Background: an optimization exercise with open tools, aiming at small area, a short achievable clock period and few clock cycles per item. Do not read the settings as production practice. At most, simulation tests tie the RTL to the original design; equivalence was not proved. Power and IR drop assume default switching activity.

== zinc ==
## tone_pattern_sequencer_top
module tone_pattern_sequencer_top (
  input  wire logic                  clk_i,
  input  wire logic                  rst_ni,
  input  wire logic                  in_valid_i,
  output logic                       in_stall_o,
  input  wire logic [2:0]            operation_i,
  input  wire logic [TIME_BITS-1:0]  now_ms_i,
  input  wire logic [3:0]            pattern_id_i,
  input  wire logic [15:0]           custom_freq_hz_i,
  input  wire logic [15:0]           custom_duty_i,
  input  wire logic [15:0]           custom_length_ms_i,
  input  wire logic                  enable_value_i,
  output logic                       out_valid_o,
  input  wire logic                  out_stall_i,
  output logic                       tone_on_o,
  output logic [FREQ_BITS-1:0]       tone_freq_hz_o,
  output logic [DUTY_BITS-1:0]       tone_duty_o,
  output logic                       busy_res_o,
  input  wire logic                  cfg_valid_i,
  output logic                       cfg_ready_o,
  ...
Settings: LEC_CHECK=0, CAP_MARGIN=20, CORE_MARGIN=2, CORE_UTILIZATION=50, CTS_BUF_LIST=sky130_fd_sc_hd__clkbuf_8, SETUP_SLACK_MARGIN=2.5, SLEW_MARGIN=20, TNS_END_PERCENT=5; clock period 5.5 ns.
standard.sh (not shown) runs the stock make flow with config.mk's settings and CLKGATE_MAP_FILE= SYNTH_SCRIPT=/design/flow/synth_recipe.tcl, a recipe that flattens the netlist after the stock synthesis.
==> flow/flow/run.sh <==
#!/bin/bash
# The standard layout (the standard.sh, unchanged synthesis and steps),
# with the port buffers made from the smallest plain buffer cell.
export BUFFER_PORTS_ARGS="-buffer_cell sky130_fd_sc_hd__buf_1"
bash standard.sh > standard.log 2>&1
Testbench counts of zinc, summed over its fixed seeds: cycles 8,008, items 8,000.
Changes in harbor relative to zinc:
- changing SETUP_SLACK_MARGIN from 2.5 to 3.0
Results
- Final routed wire length divided by cell count of zinc is on par with harbor.
- Detail-routed via count per cell up 0.027 in harbor wrt zinc
- Comparing harbor and zinc, sum of routed wire length over all layers is lower on harbor.
- Row cell leakage power: harbor lower / zinc higher
- harbor vs zinc on number of cells on the critical path: harbor is the lower one.
- Compared to zinc, harbor has share of the core filled with cells 1.2 points lower.
Relative to harbor, the following input files were edited for garnet:
- CORE_UTILIZATION now 55, was 50
--- outcome ---
Combinational group power, garnet and harbor: higher on garnet
Diff harbor -> garnet: area of the core went down about 8%, power went up 1.9%, synthesized cell count now sits at about the same level, time the worst path needs with I/O delays and setup went down by 0.032 ns.
Against harbor, garnet reports a critical path depth that is higher.
Diff harbor -> garnet: setup slack shows an increase of 0.032 ns, wire length comparable, post-detailed-placement cell area shows a reduction of about 0.37%.
For ember, these inputs were changed with respect to garnet:
- changing CORE_UTILIZATION from 55 to 40
==> notes.md <==
Compared to garnet, the router laid down more metal wire for ember.
Sum of met2 wire segment lengths after detailed routing, ember and garnet: larger value in ember
ember vs. garnet: logic depth of the worst setup path including buffers decreased by 5 relative to the old numbers, maximum frequency closely matched the old numbers, routed length on met3 decreased by 72 um relative to the old numbers.
Sort ember and garnet by reg-to-reg setup timing slack, descending, and ember comes first.
ember vs. garnet: initial antenna violation count went up by 7.
ember ended with less clock share of power than garnet.
Between ember and garnet, it is ember whose setup slack is lower, by 0.0058 ns.
Final core utilization: ember < garnet
On ember: maximum ir drop on the vdd rail is 18% lower than what garnet gave.


lagoon:
tone_pattern_sequencer_top, a different RTL version from the one above (not shown whole).
Size: ~1,200 cells after synthesis, ~140 I/O pins, ~11,000 um2 of cells after synthesis.
export LEC_CHECK = 0
export ABC_CLOCK_PERIOD_IN_PS = 2200
export CAP_MARGIN = 20
export CORE_MARGIN = 2
export CORE_UTILIZATION = 40
export SETUP_SLACK_MARGIN = 3.2
export SLEW_MARGIN = 20
create_clock -name core_clock -period 5.5 [get_ports {clk_i}]
run.sh (not shown) runs the stock make flow with config.mk's settings and CLKGATE_MAP_FILE= SYNTH_SCRIPT=/design/flow/synth_recipe.tcl, a recipe that flattens the netlist after the stock synthesis.
Stock flow here: none of the scripts above is used.
lagoon ran to completion and came out clean on the timing, design-rule and antenna checks.
Modified inputs, quartz compared to lagoon
- ABC_CLOCK_PERIOD_IN_PS now 3000, was 2200
- SETUP_SLACK_MARGIN now 2.5, was 3.2
[summary]
- Compared to lagoon, quartz has area growth from synthesis to layout 0.30 points higher.
- Compared quartz vs lagoon, and met2 wirelength from detailed routing is up in quartz.
- In terms of register fraction of the total cell area, quartz and lagoon differ only marginally.
- quartz -> lagoon: ratio of final minimum period to clock period flat
- quartz: area occupied by multi-input gates 140 um2 below lagoon
- Higher internal power component among lagoon and quartz: quartz
- Post-layout instance count excluding filler cells for quartz is lower than for lagoon.
- Run comparison: quartz worst setup path endpoint u_core.end_q[31]$_DFFE_PP_; lagoon worst setup path endpoint u_core.end_q[18]$_DFFE_PP_
- Measured against each other, lagoon and quartz differ in via density per instance, the lower figure coming from lagoon.
- | clock buffer and inverter area fraction after layout | higher: quartz |
- Diff lagoon..quartz | final design utilization | negligible
- Final weighted congestion in routability-driven placement: quartz vs lagoon up about 2%
No functional check of the RTL was part of any run of this note.


== run B ==
RTL: one of the versions met above, not the one the previous note started from.
Size in the first run: roughly 1100 cells after synthesis, ~160 flip-flops, about 140 I/O pins, roughly 11000 µm² of cells after synthesis.
clock: 5.5 ns
lec_check: 0
cap_margin: 20
core_margin: 2
core_utilization: 50
cts_buf_list: sky130_fd_sc_hd__clkbuf_8
setup_slack_margin: 3.3
slew_margin: 20
tns_end_percent: 5
standard.sh (not shown) runs the stock make flow with config.mk's settings and CLKGATE_MAP_FILE= SYNTH_SCRIPT=/design/flow/synth_recipe.tcl, a recipe that flattens the netlist after the stock synthesis.
Scripts as last shown in full above: flow/flow/run.sh
Testbench counts of run B, summed over its fixed seeds: cycles 8,008, items 8,000.
Edits applied to the flow inputs when going from run B to run C:
-- flow/config.mk --
<<< run B, line 11
export CTS_BUF_LIST = sky130_fd_sc_hd__clkbuf_8
export SETUP_SLACK_MARGIN = 3.3
export SLEW_MARGIN = 20
export TNS_END_PERCENT = 5
>>> run C, line 11
export CTS_BUF_LIST = sky130_fd_sc_hd__clkbuf_8
export SETUP_SLACK_MARGIN = 3.0
export SLEW_MARGIN = 20
export TNS_END_PERCENT = 2
Combinational share of power is lower on run C
Between run B and run C, the difference in net switching share of the total power is negligible.
Diff run B..run C | number of nets with antenna violations after routing | unchanged
Compared with run B, run C is more frugal on power.

port drivers added, routing unchanged:
The flow's constraints put no driver on any port. The routed layouts listed below were extracted and timed again, unchanged, in two steps.
Step 1, drivers: a clkbuf_16 drives clk_i and a buf_2 each remaining input, both assumed.
Step 2 also shifts input and output timing later by t, the mid clock arrival at the registers, as if the neighbouring blocks saw the same clock.
Slacks: ideal / step 1 / step 2; pairs: ideal / step 1.
run	t (ns)	slack for setup (ns)	latest minus earliest clock arrival (ns)	cell pins on the clock port's net
zinc	0.517	1.925 / 1.880 / 1.363	0.020 / 0.020	1
harbor	0.517	1.916 / 1.866 / 1.349	0.020 / 0.020	1
garnet	0.516	1.947 / 1.919 / 1.403	0.022 / 0.022	1
ember	0.502	1.942 / 1.901 / 1.398	0.021 / 0.021	1
lagoon	0.483	1.001 / 1.013 / 0.529	0.015 / 0.015	1
quartz	0.492	1.003 / 1.020 / 0.528	0.018 / 0.019	1
run B	0.516	1.921 / 1.869 / 1.353	0.019 / 0.020	1
run C	0.516	1.930 / 1.878 / 1.362	0.020 / 0.020	1
After both steps setup and hold are still met in every run listed.
